Source: an optimization exercise on an open RTL-to-GDS flow (aim: a short achievable clock period and few clock cycles). Production flows keep margins and buffers that such runs may drop. In this exercise RTL edits were held to simulation tests only and were not proved equivalent to the original. No activity file was given, so power comes from the tool's default toggle rates.

==> run a: inputs <==
// mips_core
module mips_core (
  input  wire logic        CLK,
  input  wire logic        nRST,
  input  wire logic        ihit,
  input  wire logic        dhit,
  input  wire logic [31:0] imem_load,
  input  wire logic [31:0] dmem_load,
  output logic      [31:0] imem_addr,
  output logic             imem_ren,
  output logic      [31:0] dmem_addr,
  output logic      [31:0] dmem_store,
  output logic             dmem_ren,
  output logic             dmem_wen,
  output logic             halt
);
  datapath u_datapath (
    .CLK        (CLK),
    .nRST       (nRST),
    .ihit       (ihit),
    .dhit       (dhit),
    .imem_load  (imem_load),
    .dmem_load  (dmem_load),
    .imem_addr  (imem_addr),
    .imem_ren   (imem_ren),
    .dmem_addr  (dmem_addr),
    .dmem_store (dmem_store),
    .dmem_ren   (dmem_ren),
    .dmem_wen   (dmem_wen),
    .halt       (halt)
  );
endmodule
Settings: LEC_CHECK=0, CAP_MARGIN=20, CORE_MARGIN=2, CORE_UTILIZATION=25, PLACE_DENSITY=0.35, SLEW_MARGIN=20; clock period 10.0 ns.
standard.sh (not shown) runs the stock make flow with config.mk's settings and CLKGATE_MAP_FILE= SYNTH_SCRIPT=/design/flow/synth_recipe.tcl, a recipe that flattens the netlist after the stock synthesis.
==> flow/flow/run.sh <==
#!/bin/bash
# The standard layout, with repair_timing aiming for a larger setup margin.
set -euo pipefail
bash standard.sh SETUP_SLACK_MARGIN=6.5 finish > make_finish.log 2>&1
==> run b (differences from run a) <==
==> flow/run.sh (new file) <==
#!/bin/bash
# synth_recipe.tcl (not shown) runs the flow's synth.tcl, then flattens the netlist and writes it again
# the make line also repeats each setting of config.mk as NAME=value (left out here)
make -C /OpenROAD-flow-scripts/flow DESIGN_CONFIG=/design/flow/config.mk WORK_HOME=/design/flow/orfs CLKGATE_MAP_FILE= SYNTH_SCRIPT=/design/flow/synth_recipe.tcl finish
--- a/flow/config.mk
+++ b/flow/config.mk
@@ -11,2 +11,3 @@
 export PLACE_DENSITY = 0.35
+export SETUP_SLACK_MARGIN = 5
 export SLEW_MARGIN = 20
removed: flow/flow/run.sh
removed: flow/standard.sh
==> flow_summary.yaml <==
power_and_ir_drop:
  p_leak_uw: 0.0464
  internal_power_uw: 13700
  power_switching_uw: 6600
  combPwrFrac: 0.193
sta:
  fin_skew_ns: 0.126
routing:
  met1_length_um: 233000
  drt_first_pass_iters: 7
finish:
  register_area_sq_um: 41300
  seq_share: 0.374
  multi_input_area_share: 0.445
global_routing:
  grt.met1_usage: 0.376
  grt_pass1_wl_um: 764000
  grt_max_degree: 163
worst_setup_path:
  critical_path_class: "input port to flop"
  r2r_cells: 14
  reg2reg_from: "u_datapath.d_sw_rs$_DFF_P_"
outcome:
  outcome: "timing/DRC/antenna clean"
[end of results for run b]
==> flow_summary.yaml <==
outcome:
  outcome: "timing/DRC/antenna clean"
power_and_ir_drop:
  internal_power_uw: 14500
  p_leak_uw: 0.0533
  power_switching_uw: 7200
finish:
  multi_input_area_share: 0.428
  register_area_sq_um: 41400
worst_setup_path:
  reg2reg_from: "u_datapath.d_pc[2]$_DFFE_PN_"
  cp-start-kind: "flop"
  r2r_cells: 24
routing:
  met1_length_um: 248000
  drt_first_pass_iters: 8
min_path:
  min_from: "u_datapath.m_pc[25]$_DFF_P_"
yosys:
  synth-simple-area-share: 0.101
global_routing:
  use_met3: 0.0706
  grt_pass1_wl_um: 818000
sta:
  fin_skew_ns: 0.153
[end of results for run a]
Testbench counts of run a, summed over its fixed seeds: cycles 18,844.
Testbench counts of run b, summed over its fixed seeds: cycles 18,844.


==> job 7908 <==
mips_core, a different RTL version from the one above (not shown whole).
## mips_core
module mips_core (
  input  wire logic        CLK,
  input  wire logic        nRST,
  input  wire logic        ihit,
  input  wire logic        dhit,
  input  wire logic [31:0] imem_load,
  input  wire logic [31:0] dmem_load,
  output logic      [31:0] imem_addr,
  output logic             imem_ren,
  output logic      [31:0] dmem_addr,
  output logic      [31:0] dmem_store,
  output logic             dmem_ren,
  output logic             dmem_wen,
  output logic             halt
);
  datapath u_datapath (
    .CLK        (CLK),
    .nRST       (nRST),
    .ihit       (ihit),
    .dhit       (dhit),
    .imem_load  (imem_load),
    .dmem_load  (dmem_load),
    .imem_addr  (imem_addr),
    .imem_ren   (imem_ren),
    .dmem_addr  (dmem_addr),
    .dmem_store (dmem_store),
    .dmem_ren   (dmem_ren),
    .dmem_wen   (dmem_wen),
    .halt       (halt)
  );
endmodule
Settings: LEC_CHECK=0, CAP_MARGIN=20, CORE_MARGIN=2, CORE_UTILIZATION=35, PLACE_DENSITY=0.5, SLEW_MARGIN=20; clock period 10.0 ns.
==> flow/flow/run.sh <==
#!/bin/bash
# The standard layout, with repair_timing aiming for a larger setup margin.
set -euo pipefail
bash standard.sh SETUP_SLACK_MARGIN=6.5 finish > make_finish.log 2>&1
==> job 5621: changes against job 7908 <==
==> flow/config.mk (replaced) <==
export PLATFORM = sky130hd
export DESIGN_NAME = mips_core
export DESIGN_NICKNAME = mips_core
export VERILOG_FILES = /design/flow/design.v
export SDC_FILE = /design/flow/constraint.sdc
export NUM_CORES = 4
export LEC_CHECK = 0
export CAP_MARGIN = 20
export CORE_MARGIN = 2
export CORE_UTILIZATION = 25
export PLACE_DENSITY = 0.35
export SLEW_MARGIN = 20
==> job 1283: changes against job 7908 <==
--- a/flow/design.v
+++ b/flow/design.v
@@ -115,47 +115,12 @@
     word_t    load;
     regbits_t dest;
   } mem_wb_t;
 endpackage
 `default_nettype wire
 `default_nettype none
-module dec_fields (
-  input  wire logic [31:0] instr,
-  output logic      [4:0]  dest,
-  output logic             wr,
-  output logic             use_rs,
-  output logic             use_rt
-);
-  logic [5:0] op, fn;
-  logic       rtype, ralu, ishift, isjr, iimm, lw, sw, br, jal;
-  assign op     = instr[31:26];
-  assign fn     = instr[5:0];
-  assign rtype  = (op == 6'h00);
-  assign ishift = rtype && ((fn == 6'h00) || (fn == 6'h02));
-  assign ralu   = rtype && ((fn == 6'h00) || (fn == 6'h02) || (fn == 6'h21) ||
-                            (fn == 6'h23) || (fn == 6'h24) || (fn == 6'h25) ||
-                            (fn == 6'h26) || (fn == 6'h27) || (fn == 6'h2a) ||
-                            (fn == 6'h2b));
-  assign isjr   = rtype && (fn == 6'h08);
-  assign iimm   = (op == 6'h09) || (op == 6'h0a) || (op == 6'h0c) ||
-                  (op == 6'h0d) || (op == 6'h0e) || (op == 6'h0f);
-  assign lw     = (op == 6'h23);
-  assign sw     = (op == 6'h2b);
-  assign br     = (op == 6'h04) || (op == 6'h05);
-  assign jal    = (op == 6'h03);
-  always_comb begin
-    if (ralu)     dest = instr[15:11];
-    else if (jal) dest = 5'd31;
-    else          dest = instr[20:16];
-  end
-  assign wr     = (ralu || iimm || lw || jal) && (dest != 5'd0);
-  assign use_rs = (ralu && !ishift) || isjr || (iimm && op != 6'h0f) || lw || sw || br;
-  assign use_rt = ralu || sw || br;
-endmodule
-`default_nettype wire
-`default_nettype none
 module ks_add #(
   parameter int W = 32,
   parameter int L = 6    
 ) (
   input  wire logic [W-1:0] a,
   input  wire logic [W-1:0] b,
@@ -197,13 +162,12 @@
   logic        d_valid, d_pt, d_jp, d_fred;
   logic [31:0] d_jtgt;
   logic        d_ehz_rs, d_ml_rs, d_sm_rs, d_sw_rs, d_sx_rs;
   logic        d_ehz_rt, d_ml_rt, d_sm_rt, d_sw_rt, d_sx_rt;
   logic [31:0] ras;
   logic [31:0] d_instr, d_pc, d_pc4, d_bt, d_rsv, d_rtv;
-  logic [16:0] d_btlo;
   logic        e_valid, e_wr, e_ren, e_wen, e_halt, e_isbr, e_bne, e_pt;
   logic        e_isjr, e_jp, e_addi, e_lui;
   logic [31:0] e_negimm;
   logic        e_fa_m, e_fb_m;
   logic        e_useimm, e_sub, e_fbx_m, e_jr_or;
   logic        r_add, r_and, r_or, r_xor, r_nor, r_slt, r_sltu, r_sll, r_srl, r_const;
@@ -248,32 +212,34 @@
     .b    ({{22{imem_load[7]}}, imem_load[7:0]}),
     .cin  (1'b0),
     .sum  (f_bt[31:2]),
     .cout (f_co)
   );
   assign f_bt[1:0] = 2'b00;
-  logic [16:0] f_btlo;
-  ks_add #(.W(16), .L(5)) u_fbtlo (
-    .a    (pc4[17:2]),
-    .b    (imem_load[15:0]),
+  logic [31:0] f_btf;
+  logic        f_cof;
+  ks_add #(.W(30), .L(5)) u_fbtf (
+    .a    (pc4[31:2]),
+    .b    ({{14{imem_load[15]}}, imem_load[15:0]}),
     .cin  (1'b0),
-    .sum  (f_btlo[15:0]),
-    .cout (f_btlo[16])
+    .sum  (f_btf[31:2]),
+    .cout (f_cof)
   );
+  assign f_btf[1:0] = 2'b00;
   logic [31:0] f_oth;
   assign f_oth = f_jrk ? kc_val : (f_jp ? ras : f_jt);
   assign f_tgt = f_bpred ? f_bt : f_oth;
   assign f_alt = f_jrk ? kc_val : ras;
   logic [4:0]  f_rs, f_rt;
   logic [31:0] f_rsv, f_rtv;
   assign f_rs  = imem_load[25:21];
   assign f_rt  = imem_load[20:16];
   assign f_rsv = (f_rs == 5'd0) ? 32'd0 : regs[f_rs];
   assign f_rtv = (f_rt == 5'd0) ? 32'd0 : regs[f_rt];
   logic        d_rtype, d_ralu, d_ishift, d_isjr, d_iimm, d_lw, d_sw, d_br, d_jal, d_halt;
-  logic        d_use_rs, d_use_rt, d_wr;    
+  logic        d_use_rs, d_use_rt, d_wr;
   logic [31:0] d_imm, rf_rs, rf_rt;
   logic        e_rs_hz, e_rt_hz, ml_rs, ml_rt;
   assign d_op    = d_instr[31:26];
   assign d_fn    = d_instr[5:0];
   assign d_rs    = d_instr[25:21];
   assign d_rt    = d_instr[20:16];
@@ -290,21 +256,21 @@
                     (d_op == 6'h0d) || (d_op == 6'h0e) || (d_op == 6'h0f);
   assign d_lw     = (d_op == 6'h23);
   assign d_sw     = (d_op == 6'h2b);
   assign d_br     = (d_op == 6'h04) || (d_op == 6'h05);
   assign d_jal    = (d_op == 6'h03);
   assign d_halt   = (d_op == 6'h3f);
-  logic [4:0] f_dest;
-  logic       f_wr, f_use_rs, f_use_rt;
-  dec_fields u_fdec (
-    .instr  (imem_load),
-    .dest   (f_dest),
-    .wr     (f_wr),
-    .use_rs (f_use_rs),
-    .use_rt (f_use_rt)
-  );
+  assign d_use_rs = (d_ralu && !d_ishift) || d_isjr || (d_iimm && d_op != 6'h0f) ||
+                    d_lw || d_sw || d_br;
+  assign d_use_rt = d_ralu || d_sw || d_br;
+  always_comb begin
+    if (d_ralu)     d_dest = d_rd;
+    else if (d_jal) d_dest = 5'd31;
+    else            d_dest = d_rt;
+  end
+  assign d_wr = (d_ralu || d_iimm || d_lw || d_jal) && (d_dest != 5'd0);
   always_comb begin
     if ((d_op == 6'h0c) || (d_op == 6'h0d) || (d_op == 6'h0e))
       d_imm = {16'h0000, d_imm16};
     else
       d_imm = {{16{d_imm16[15]}}, d_imm16};
   end
@@ -341,51 +307,19 @@
   assign fa_m = e_rs_hz;
   assign fb_m = e_rt_hz;
   logic        d_jr_go, d_br_go, d_eq, d_taken, d_mis;
   logic [31:0] d_tgt;
   assign d_jr_go = d_valid && d_isjr && !ld_hazard && !ml_rs && !(e_rs_hz && (!e_jr_or || d_jp));
   assign d_br_go = d_valid && d_br && !ld_hazard && !e_rs_hz && !e_rt_hz && !ml_rs && !ml_rt;
-  logic sr_rs, sr_rt;
-  logic dq_rr, dq_rm, dq_rw, dq_rx, dq_mr, dq_wr, dq_xr, dq_mw, dq_mx, dq_wx;
-  assign sr_rs  = !(d_sm_rs || d_sw_rs || d_sx_rs);
-  assign sr_rt  = !(d_sm_rt || d_sw_rt || d_sx_rt);
-  assign dq_rr  = (d_rsv == d_rtv);
-  assign dq_rm  = (d_rsv == m_res);
-  assign dq_rw  = (d_rsv == w_res);
-  assign dq_rx  = (d_rsv == x_res);
-  assign dq_mr  = (m_res == d_rtv);
-  assign dq_wr = (w_res == d_rtv);
-  assign dq_xr  = (x_res == d_rtv);
-  assign dq_mw  = (m_res == w_res);
-  assign dq_mx  = (m_res == x_res);
-  assign dq_wx  = (w_res == x_res);
-  assign d_eq = (sr_rs   && sr_rt   && dq_rr)  || (sr_rs   && d_sm_rt && dq_rm) ||
-                (sr_rs   && d_sw_rt && dq_rw)  || (sr_rs   && d_sx_rt && dq_rx) ||
-                (d_sm_rs && sr_rt   && dq_mr)  || (d_sm_rs && d_sm_rt)          ||
-                (d_sm_rs && d_sw_rt && dq_mw)  || (d_sm_rs && d_sx_rt && dq_mx) ||
-                (d_sw_rs && sr_rt   && dq_wr) || (d_sw_rs && d_sm_rt && dq_mw) ||
-                (d_sw_rs && d_sw_rt)           || (d_sw_rs && d_sx_rt && dq_wx) ||
-                (d_sx_rs && sr_rt   && dq_xr)  || (d_sx_rs && d_sm_rt && dq_mx) ||
-                (d_sx_rs && d_sw_rt && dq_wx)  || (d_sx_rs && d_sx_rt);
+  assign d_eq    = (rf_rs == rf_rt);
   assign d_taken = (d_op == 6'h05) ? !d_eq : d_eq;
   logic d_loop, d_leq;
   assign d_loop  = d_valid && d_br && (d_rt == 5'd0) && e_rs_hz && e_addi && !ld_hazard;
   assign d_leq   = (fwd_rs == e_negimm);
   logic        d_late, d_ept, d_brt;
   logic [31:0] d_alt;
-  logic [13:0] d_hi_p1, d_hi_m1;
-  assign d_hi_p1 = d_pc4[31:18] + 14'd1;
-  assign d_hi_m1 = d_pc4[31:18] - 14'd1;
-  always_comb begin
-    case ({d_btlo[16], d_imm16[15]})
-      2'b10:   d_bt[31:18] = d_hi_p1;
-      2'b01:   d_bt[31:18] = d_hi_m1;
-      default: d_bt[31:18] = d_pc4[31:18];
-    endcase
-    d_bt[17:0] = {d_btlo[15:0], 2'b00};
-  end
   assign d_late = d_valid && d_br && d_pt && !d_fred && !d_br_go && !d_loop;
   assign d_ept  = d_fred || d_late;
   assign d_alt  = d_isjr ? d_jtgt : (d_ept ? d_pc4 : d_bt);
   assign d_brt  = d_br_go ? d_taken : ((d_op == 6'h05) ? !d_leq : d_leq);
   assign d_mis  = ((d_br_go || d_loop) && (d_brt != d_fred)) || d_late ||
                   (d_jr_go && !(d_jp && (rf_rs == d_jtgt)));
@@ -509,17 +443,13 @@
       ras <= pc4;
     if (!d_hold) begin
       d_instr <= imem_load;
       d_pc    <= pc;
       d_pt    <= f_pt;
       d_pc4   <= pc4;
-      d_btlo  <= f_btlo;
-      d_dest  <= f_dest;
-      d_wr    <= f_wr;
-      d_use_rs <= f_use_rs;
-      d_use_rt <= f_use_rt;
+      d_bt    <= f_btf;
       d_jp    <= f_jp;
       d_fred  <= f_redir;
       d_jtgt  <= f_alt;
       d_rsv   <= f_rsv;
       d_rtv   <= f_rtv;
     end else begin
==> flow/config.mk (replaced) <==
export PLATFORM = sky130hd
export DESIGN_NAME = mips_core
export DESIGN_NICKNAME = mips_core
export VERILOG_FILES = /design/flow/design.v
export SDC_FILE = /design/flow/constraint.sdc
export NUM_CORES = 4
export LEC_CHECK = 0
export CAP_MARGIN = 20
export CORE_MARGIN = 2
export CORE_UTILIZATION = 25
export PLACE_DENSITY = 0.35
export SLEW_MARGIN = 20
==> results.txt <==
Timing
The transition at the pin with the smallest max-transition slack is ~1.4 ns.

Pwr
The sequential power is around 8.5 mW. The total power per unit cell area is 173 nW/um2.

Logic synthesis
The sequential element share of the synthesized area is around 45%. The commonest cells after synthesis are sky130_fd_sc_hd__mux2_2, sky130_fd_sc_hd__dfrtp_1, sky130_fd_sc_hd__clkbuf_1.

Global route
The number of antenna violations at the first check in global routing is between 50 and 60.

Die
Across the placement rows, the number of tap cells is between 5000 and 6000. The standard cell core area is between 300000 and 400000 um2.

Run status
The flow ran to the end and the layout has no timing, DRC or antenna violations.
(the above is from job 5621)
==> results.txt <==
Run status
The run finished with no timing, DRC or antenna violations.

Die
After floorplanning, the core was divided into roughly 190 placement rows. The floorplan step defined a core boundary enclosing between 200000 and 300000 um2.

Logic synthesis
The portion of netlist area occupied by mux cells is roughly 17%. The fraction of synthesized cell area in xor and xnor cells is between 6 and 7%.

Pwr
The clock network burns between 30% and 40% of the power. The total power per unit cell area is around 170 nW/um2.

Layout
The count of cells in the finished layout, fillers not included, comes to 13700.

Global route
The number of antenna violations at the first check in global routing is 43.

Critical path
The critical path crosses 14 cells after its start point.
(the above is from job 7908)
==> results.txt <==
Pwr
The total power per unit cell area is roughly 180 nW/um2.

Run status
The flow ran to the end and the layout has no timing, DRC or antenna violations.

Timing
At the pin with the least slew margin, the transition time is 1.26 ns.

Die
The tap cell count is 4837. The standard cell core area is ~370000 um2.

Logic synthesis
The share of the Yosys chip area taken by registers is between 40% and 50%.

Global route
The number of antenna violations at the first check in global routing came to 48.
(the above is from job 1283)
Testbench counts of job 7908, summed over its fixed seeds: cycles 18,844.
Testbench counts of job 5621, summed over its fixed seeds: cycles 18,844.
Testbench counts of job 1283, summed over its fixed seeds: cycles 18,844.

-- port drivers added, routing unchanged --
Ports are ideal in the flow. The routed layouts listed here were re-timed in OpenROAD.
Step 1 assumes that a clkbuf_16 drives the clock port and a buf_2 every other input.
Step 2 moves the port delays by t, midway between the first and last clock arrival at a register: inputs arrive t later, outputs are due t later. That takes back most of the time a late clock gives input paths.
a / b / c = ideal / step 1 / step 2; a / b = the first two.
run	shift t [ns]	setup slack, ns	clock arrival spread, ns
run a	1.035	5.298 / 5.298 / 4.748	0.159 / 0.159
run b	1.027	4.935 / 4.990 / 3.976	0.127 / 0.126
job 7908	0.972	5.692 / 5.692 / 4.746	0.154 / 0.154
job 5621	1.053	5.674 / 5.735 / 4.682	0.125 / 0.126
job 1283	1.040	5.468 / 5.468 / 4.527	0.127 / 0.127
After both steps every run listed still meets setup and hold. The setup slack of job 5621, which loses most, moves by +0.061 ns with the drivers and by -0.992 ns with both steps.
